What follows belongs to an exercise in optimizing a design on an open flow for small area, a short achievable clock period and few clock cycles per item; a production flow would make more cautious choices. Where RTL was checked, it was by simulation tests only, not by an equivalence proof against the original.

v15:
==> flow/design.v <==
package mspw_pkg;
  localparam int unsigned SENSORS     = 12;
  localparam int unsigned WIDTH_BITS  = 24;
  localparam int unsigned WINDOW_W    = 16;
  localparam int unsigned INC_W       = 8;
  localparam logic [WINDOW_W-1:0] WINDOW_RESET = 16'd1000;
  localparam logic [INC_W-1:0]    INC_RESET    = 8'd1;
endpackage
module mspw_ctrl (
  input  logic                                 clk_i,
  input  logic                                 rst_ni,
  input  logic                                 cfg_we_i,
  input  logic                                 cfg_index_i,
  input  logic [15:0]                          cfg_data_i,
  input  logic                                 in_valid_i,
  output logic                                 in_ready_o,
  output logic                                 out_valid_o,
  input  logic                                 out_ready_i,
  output logic [63:0]                          out_data_o,
  output logic                                 out_last_o,
  output logic                                 clr_o,
  output logic                                 accept_en_o,
  output logic [mspw_pkg::INC_W-1:0]           inc_o,
  output logic [mspw_pkg::SENSORS-1:0]         rsel_o,
  input  logic [mspw_pkg::WIDTH_BITS-1:0]      rdata_i
);
  localparam int unsigned W = mspw_pkg::WIDTH_BITS;
  localparam int unsigned N = mspw_pkg::SENSORS;
  localparam logic [2:0] E_IDLE = 3'd0;
  localparam logic [2:0] E_WAIT = 3'd1;   
  localparam logic [2:0] E_WT2  = 3'd5;
  localparam logic [2:0] E_SCAN = 3'd2;
  localparam logic [2:0] E_LOAD = 3'd3;   
  localparam logic [2:0] E_READ = 3'd4;
  logic [15:0] window_q;
  logic [7:0]  inc_q;
  always_ff @(posedge clk_i or negedge rst_ni) begin
    if (!rst_ni) begin
      window_q <= mspw_pkg::WINDOW_RESET;
      inc_q    <= mspw_pkg::INC_RESET;
    end else if (cfg_we_i) begin
      if (cfg_index_i) inc_q    <= cfg_data_i[7:0];
      else             window_q <= cfg_data_i;
    end
  end
  assign inc_o = inc_q;
  logic         init_q;      
  logic         ready_q;
  logic         go_q;        
  logic [2:0]   est_q;       
  logic [N-1:0] rsel_q;      
  logic         valid_q;
  logic         last_q;
  logic [16:0]  cntp_q;      
  logic [W-1:0] cur_q;
  logic [3:0]   cidx_q;
  logic         cv_q;        
  logic [W-1:0] best_q;
  logic [3:0]   bidx_q;
  logic [3:0]   act_q;
  logic accept, close, start, xfer, beat10, lastxfer, at_limit;
  assign accept   = in_valid_i & ready_q;
  mspw_cmp #(.W(17)) u_lim (.a_i(cntp_q), .b_i({1'b0, window_q}), .gt_o(), .ge_o(at_limit));
  assign close    = accept & at_limit;
  assign xfer     = valid_q & out_ready_i;
  assign beat10   = xfer & rsel_q[N-1] & (est_q == E_READ);    
  assign lastxfer = xfer & last_q;
  assign start    = (close | go_q) & ((est_q == E_IDLE) | lastxfer);
  assign clr_o    = init_q | beat10;
  assign accept_en_o = ready_q;
  assign rsel_o   = rsel_q;
  always_ff @(posedge clk_i or negedge rst_ni) begin
    if (!rst_ni) begin
      init_q  <= 1'b1;
      ready_q <= 1'b0;
      go_q    <= 1'b0;
      est_q   <= E_IDLE;
      rsel_q  <= N'(1);
      valid_q <= 1'b0;
      last_q  <= 1'b0;
    end else begin
      init_q <= 1'b0;
      if (init_q | beat10) ready_q <= 1'b1;
      else if (close)      ready_q <= 1'b0;
      go_q <= (close | go_q) & ~start;
      unique case (est_q)
        E_IDLE: begin
          if (start) est_q <= E_WAIT;
        end
        E_WAIT: begin
          est_q <= E_WT2;
        end
        E_WT2: begin
          est_q <= E_SCAN;
        end
        E_SCAN: begin
          rsel_q <= {rsel_q[N-2:0], rsel_q[N-1]};
          if (rsel_q[N-1]) est_q <= E_LOAD;
        end
        E_LOAD: begin
          rsel_q  <= {rsel_q[N-2:0], rsel_q[N-1]};
          valid_q <= 1'b1;
          last_q  <= 1'b0;
          est_q   <= E_READ;
        end
        E_READ: begin
          if (xfer) begin
            if (last_q) begin
              valid_q <= 1'b0;
              est_q   <= start ? E_WAIT : E_IDLE;
            end else begin
              rsel_q <= {rsel_q[N-2:0], rsel_q[N-1]};
              last_q <= rsel_q[N-1];
            end
          end
        end
        default: est_q <= E_IDLE;
      endcase
    end
  end
  logic [17:0] cpre;
  for (genvar k = 0; k <= 17; k++) begin : g_cpre
    if (k == 0) begin : g_z
      assign cpre[k] = 1'b1;
    end else begin : g_nz
      assign cpre[k] = &cntp_q[k-1:0];
    end
  end
  always_ff @(posedge clk_i) begin
    if (init_q | close) cntp_q <= 17'd1;
    else if (accept)    cntp_q <= cntp_q ^ cpre[16:0];
  end
  logic load, cur_gt;
  mspw_cmp #(.W(W)) u_best (.a_i(cur_q), .b_i(best_q), .gt_o(cur_gt), .ge_o());
  logic [3:0] ridx;
  assign load = (est_q == E_SCAN) | (est_q == E_LOAD) | ((est_q == E_READ) & xfer & ~last_q);
  always_comb begin
    ridx = '0;
    for (int i = 0; i < N; i++) if (rsel_q[i]) ridx = ridx | 4'(i);
  end
  always_ff @(posedge clk_i) begin
    if (load) begin
      cur_q  <= rdata_i;
      cidx_q <= ridx;
    end
    cv_q <= (est_q == E_SCAN);
    if (cv_q) begin
      if (cidx_q == 4'd0) begin
        best_q <= cur_q;
        bidx_q <= 4'd0;
        act_q  <= {3'd0, |cur_q};
      end else begin
        if (cur_gt) begin
          best_q <= cur_q;
          bidx_q <= cidx_q;
        end
        act_q <= act_q + {3'd0, |cur_q};
      end
    end
  end
  assign in_ready_o  = ready_q;
  assign out_valid_o = valid_q;
  assign out_last_o  = last_q;
  assign out_data_o  = {4'd0, bidx_q, best_q, act_q, cur_q, cidx_q};
endmodule
module mspw_cmp #(
  parameter int unsigned W = 24
) (
  input  logic [W-1:0] a_i,
  input  logic [W-1:0] b_i,
  output logic         gt_o,   
  output logic         ge_o    
);
  localparam int unsigned L = $clog2(W);
  localparam int unsigned P = 1 << L;
  logic [P-1:0] g [L+1];
  logic [P-1:0] e [L+1];
  for (genvar i = 0; i < P; i++) begin : g_leaf
    if (i < W) begin : g_bit
      assign g[0][i] = a_i[i] & ~b_i[i];
      assign e[0][i] = ~(a_i[i] ^ b_i[i]);
    end else begin : g_pad
      assign g[0][i] = 1'b0;
      assign e[0][i] = 1'b1;
    end
  end
  for (genvar l = 0; l < L; l++) begin : g_lvl
    for (genvar i = 0; i < (P >> (l + 1)); i++) begin : g_node
      assign g[l+1][i] = g[l][2*i+1] | (e[l][2*i+1] & g[l][2*i]);
      assign e[l+1][i] = e[l][2*i+1] & e[l][2*i];
    end
    for (genvar i = (P >> (l + 1)); i < P; i++) begin : g_unused
      assign g[l+1][i] = 1'b0;
      assign e[l+1][i] = 1'b1;
    end
  end
  assign gt_o = g[L][0];
  assign ge_o = g[L][0] | e[L][0];
endmodule
module mspw_datapath (
  input  logic                                 clk_i,
  input  logic                                 clr_i,      
  input  logic                                 accept_en_i,  
  input  logic                                 valid_i,      
  input  logic [mspw_pkg::SENSORS-1:0]         levels_i,   
  input  logic [mspw_pkg::INC_W-1:0]           inc_i,
  input  logic [mspw_pkg::SENSORS-1:0]         rsel_i,     
  output logic [mspw_pkg::WIDTH_BITS-1:0]      rdata_o     
);
  localparam int unsigned N  = mspw_pkg::SENSORS;
  localparam int unsigned HB = 16;
  localparam int unsigned RB = HB + 8 + 1;   
  logic [RB-1:0] rlane [N];
  logic [RB-1:0] rsel_bus;
  logic [7:0]    inc_r;
  assign inc_r = inc_i & {8{accept_en_i}};
  for (genvar g = 0; g < N; g++) begin : g_lane
    logic [7:0]    lo_q;
    logic [HB-1:0] hi_q;
    logic          c4_q, c8_q, sat_q;
    logic [7:0]    add;
    logic [4:0]    s0, s1;
    logic [HB:0]   pre;       
    assign add = inc_r & {8{valid_i & ~levels_i[g]}};
    assign s0  = {1'b0, lo_q[3:0]} + {1'b0, add[3:0]};
    assign s1  = {1'b0, lo_q[7:4]} + {1'b0, add[7:4]} + {4'd0, c4_q};
    for (genvar k = 0; k <= HB; k++) begin : g_pre
      if (k == 0) begin : g_z
        assign pre[k] = 1'b1;
      end else begin : g_nz
        assign pre[k] = &hi_q[k-1:0];
      end
    end
    always_ff @(posedge clk_i) begin
      if (clr_i) begin
        lo_q  <= '0;
        c4_q  <= 1'b0;
        c8_q  <= 1'b0;
        hi_q  <= '0;
        sat_q <= 1'b0;
      end else begin
        lo_q  <= {s1[3:0], s0[3:0]};
        c4_q  <= s0[4];
        c8_q  <= s1[4];
        hi_q  <= hi_q ^ (pre[HB-1:0] & {HB{c8_q}});
        sat_q <= sat_q | (c8_q & pre[HB]);
      end
    end
    assign rlane[g] = {sat_q, hi_q, lo_q};
  end
  always_comb begin
    rsel_bus = '0;
    for (int i = 0; i < N; i++) begin
      rsel_bus = rsel_bus | (rlane[i] & {RB{rsel_i[i]}});
    end
  end
  assign rdata_o = rsel_bus[RB-2:0] | {(RB-1){rsel_bus[RB-1]}};
endmodule
module multi_sensor_pulse_width_window_unit #(
  parameter int unsigned SENSOR_COUNT = 12,
  parameter int unsigned WIDTH_BITS   = 24
) (
  input  logic        clk_i,
  input  logic        rst_ni,
  input  logic        cfg_we_i,
  input  logic [0:0]  cfg_index_i,
  input  logic [15:0] cfg_data_i,
  input  logic        s_axis_tvalid,
  output logic        s_axis_tready,
  input  logic [15:0] s_axis_tdata,
  output logic        m_axis_tvalid,
  input  logic        m_axis_tready,
  output logic [63:0] m_axis_tdata,
  output logic        m_axis_tlast
);
  logic                                clr, accept_en;
  logic [mspw_pkg::INC_W-1:0]          inc;
  logic [mspw_pkg::SENSORS-1:0]        rsel;
  logic [mspw_pkg::WIDTH_BITS-1:0]     rdata;
  mspw_ctrl u_ctrl (
    .clk_i       (clk_i),
    .rst_ni      (rst_ni),
    .cfg_we_i    (cfg_we_i),
    .cfg_index_i (cfg_index_i[0]),
    .cfg_data_i  (cfg_data_i),
    .in_valid_i  (s_axis_tvalid),
    .in_ready_o  (s_axis_tready),
    .out_valid_o (m_axis_tvalid),
    .out_ready_i (m_axis_tready),
    .out_data_o  (m_axis_tdata),
    .out_last_o  (m_axis_tlast),
    .clr_o       (clr),
    .accept_en_o (accept_en),
    .inc_o       (inc),
    .rsel_o      (rsel),
    .rdata_i     (rdata)
  );
  mspw_datapath u_datapath (
    .clk_i    (clk_i),
    .clr_i    (clr),
    .accept_en_i (accept_en),
    .valid_i  (s_axis_tvalid),
    .levels_i (s_axis_tdata[mspw_pkg::SENSORS-1:0]),
    .inc_i    (inc),
    .rsel_i   (rsel),
    .rdata_o  (rdata)
  );
endmodule
Settings: LEC_CHECK=0, CAP_MARGIN=20, CORE_MARGIN=2, CORE_UTILIZATION=70, CTS_CLUSTER_DIAMETER=80, CTS_CLUSTER_SIZE=25, SETUP_SLACK_MARGIN=3.2, SLEW_MARGIN=20; clock period 5.5 ns.
run.sh (not shown) runs the stock make flow with config.mk's settings and CLKGATE_MAP_FILE= SYNTH_SCRIPT=/design/flow/synth_recipe.tcl, a recipe that flattens the netlist after the stock synthesis.
Testbench counts of v15, summed over its fixed seeds: cycles 31,667, windows 320.
Inputs modified between v15 and v31:
--- a/flow/design.v
+++ b/flow/design.v
@@ -28,7 +28,6 @@
   localparam int unsigned N = mspw_pkg::SENSORS;
   localparam logic [2:0] E_IDLE = 3'd0;
   localparam logic [2:0] E_WAIT = 3'd1;   
-  localparam logic [2:0] E_WT2  = 3'd5;
   localparam logic [2:0] E_SCAN = 3'd2;
   localparam logic [2:0] E_LOAD = 3'd3;   
   localparam logic [2:0] E_READ = 3'd4;
@@ -88,9 +87,6 @@
           if (start) est_q <= E_WAIT;
         end
         E_WAIT: begin
-          est_q <= E_WT2;
-        end
-        E_WT2: begin
           est_q <= E_SCAN;
         end
         E_SCAN: begin
@@ -208,8 +204,9 @@
   output logic [mspw_pkg::WIDTH_BITS-1:0]      rdata_o     
 );
   localparam int unsigned N  = mspw_pkg::SENSORS;
+  localparam int unsigned W  = mspw_pkg::WIDTH_BITS;
   localparam int unsigned HB = 16;
-  localparam int unsigned RB = HB + 8 + 1;   
+  localparam int unsigned RB = HB + 8 + 2;   
   logic [RB-1:0] rlane [N];
   logic [RB-1:0] rsel_bus;
   logic [7:0]    inc_r;
@@ -246,7 +243,7 @@
         sat_q <= sat_q | (c8_q & pre[HB]);
       end
     end
-    assign rlane[g] = {sat_q, hi_q, lo_q};
+    assign rlane[g] = {sat_q, c8_q, hi_q, lo_q};
   end
   always_comb begin
     rsel_bus = '0;
@@ -254,7 +251,20 @@
       rsel_bus = rsel_bus | (rlane[i] & {RB{rsel_i[i]}});
     end
   end
-  assign rdata_o = rsel_bus[RB-2:0] | {(RB-1){rsel_bus[RB-1]}};
+  logic [7:0]    r_lo;
+  logic [HB-1:0] r_hi, r_hi_inc;
+  logic          r_c8, r_sat;
+  logic [HB:0]   r_pre;
+  assign {r_sat, r_c8, r_hi, r_lo} = rsel_bus;
+  for (genvar k = 0; k <= HB; k++) begin : g_rpre
+    if (k == 0) begin : g_z
+      assign r_pre[k] = 1'b1;
+    end else begin : g_nz
+      assign r_pre[k] = &r_hi[k-1:0];
+    end
+  end
+  assign r_hi_inc = r_hi ^ (r_pre[HB-1:0] & {HB{r_c8}});
+  assign rdata_o  = {r_hi_inc, r_lo} | {W{r_sat | (r_c8 & r_pre[HB])}};
 endmodule
 module multi_sensor_pulse_width_window_unit #(
   parameter int unsigned SENSOR_COUNT = 12,
==> comparison <==
v31 finished all stages; the layout is clean. v31: share of cell area taken by multi-input logic gates is 0.27 points higher than what v15 reported. Count of distinct cell types in the synthesized netlist for v31: 11 up relative to v15. Of v31 and v15, v15 shows the lower met2 layer usage reported by global route, with v31 above it. Detail-routed net length per standard cell | v31 above v15. Between v31 and v15, routed wire length is lower for v15, v31 comes in above that. v31: met3 routed wirelength higher than v15. The number of cell instances on the worst register-to-register path number comes out lower for v31 vs v15. Between v31 and v15, it is v31 whose relative area of non-clock buffer cells in the final design is higher, by 2.2 points. Summary of v31 over v15: number of gates given a new drive strength after cts up about 60%; synthesis-to-layout area growth now larger.
Only the layout flow was run in v31; the RTL was not checked for function there.

==> re-timing with driven ports <==
The results above use ideal ports. As a check the final layouts listed here were re-extracted and re-timed, cells and wires unchanged. Step 1 sets driving cells, clkbuf_16 on the clock port and buf_2 on the other inputs (assumed; they add their load-dependent delay and slew). Step 2 also shifts input and output timing later by t, the mid clock arrival at the registers, as if the neighbouring blocks saw the same clock. Slacks: ideal ports / drivers / drivers and shift; pairs: ideal ports / drivers.
run | t, ns | setup slack, ns | hold slack, ns | clock arrival spread, ns | worst slew at a driven data input, ns
v15 | 0.591 | 3.042 / 3.042 / 2.646 | 0.495 / 0.495 / 0.495 | 0.024 / 0.024 | 0.07
v31 | 0.606 | 2.861 / 2.861 / 2.626 | 0.481 / 0.481 / 0.481 | 0.034 / 0.034 | 0.07
After both steps every run listed still meets setup and hold. For v15, which loses most, drivers alone change the setup slack by 0.000 ns; drivers and shift together by -0.396 ns.
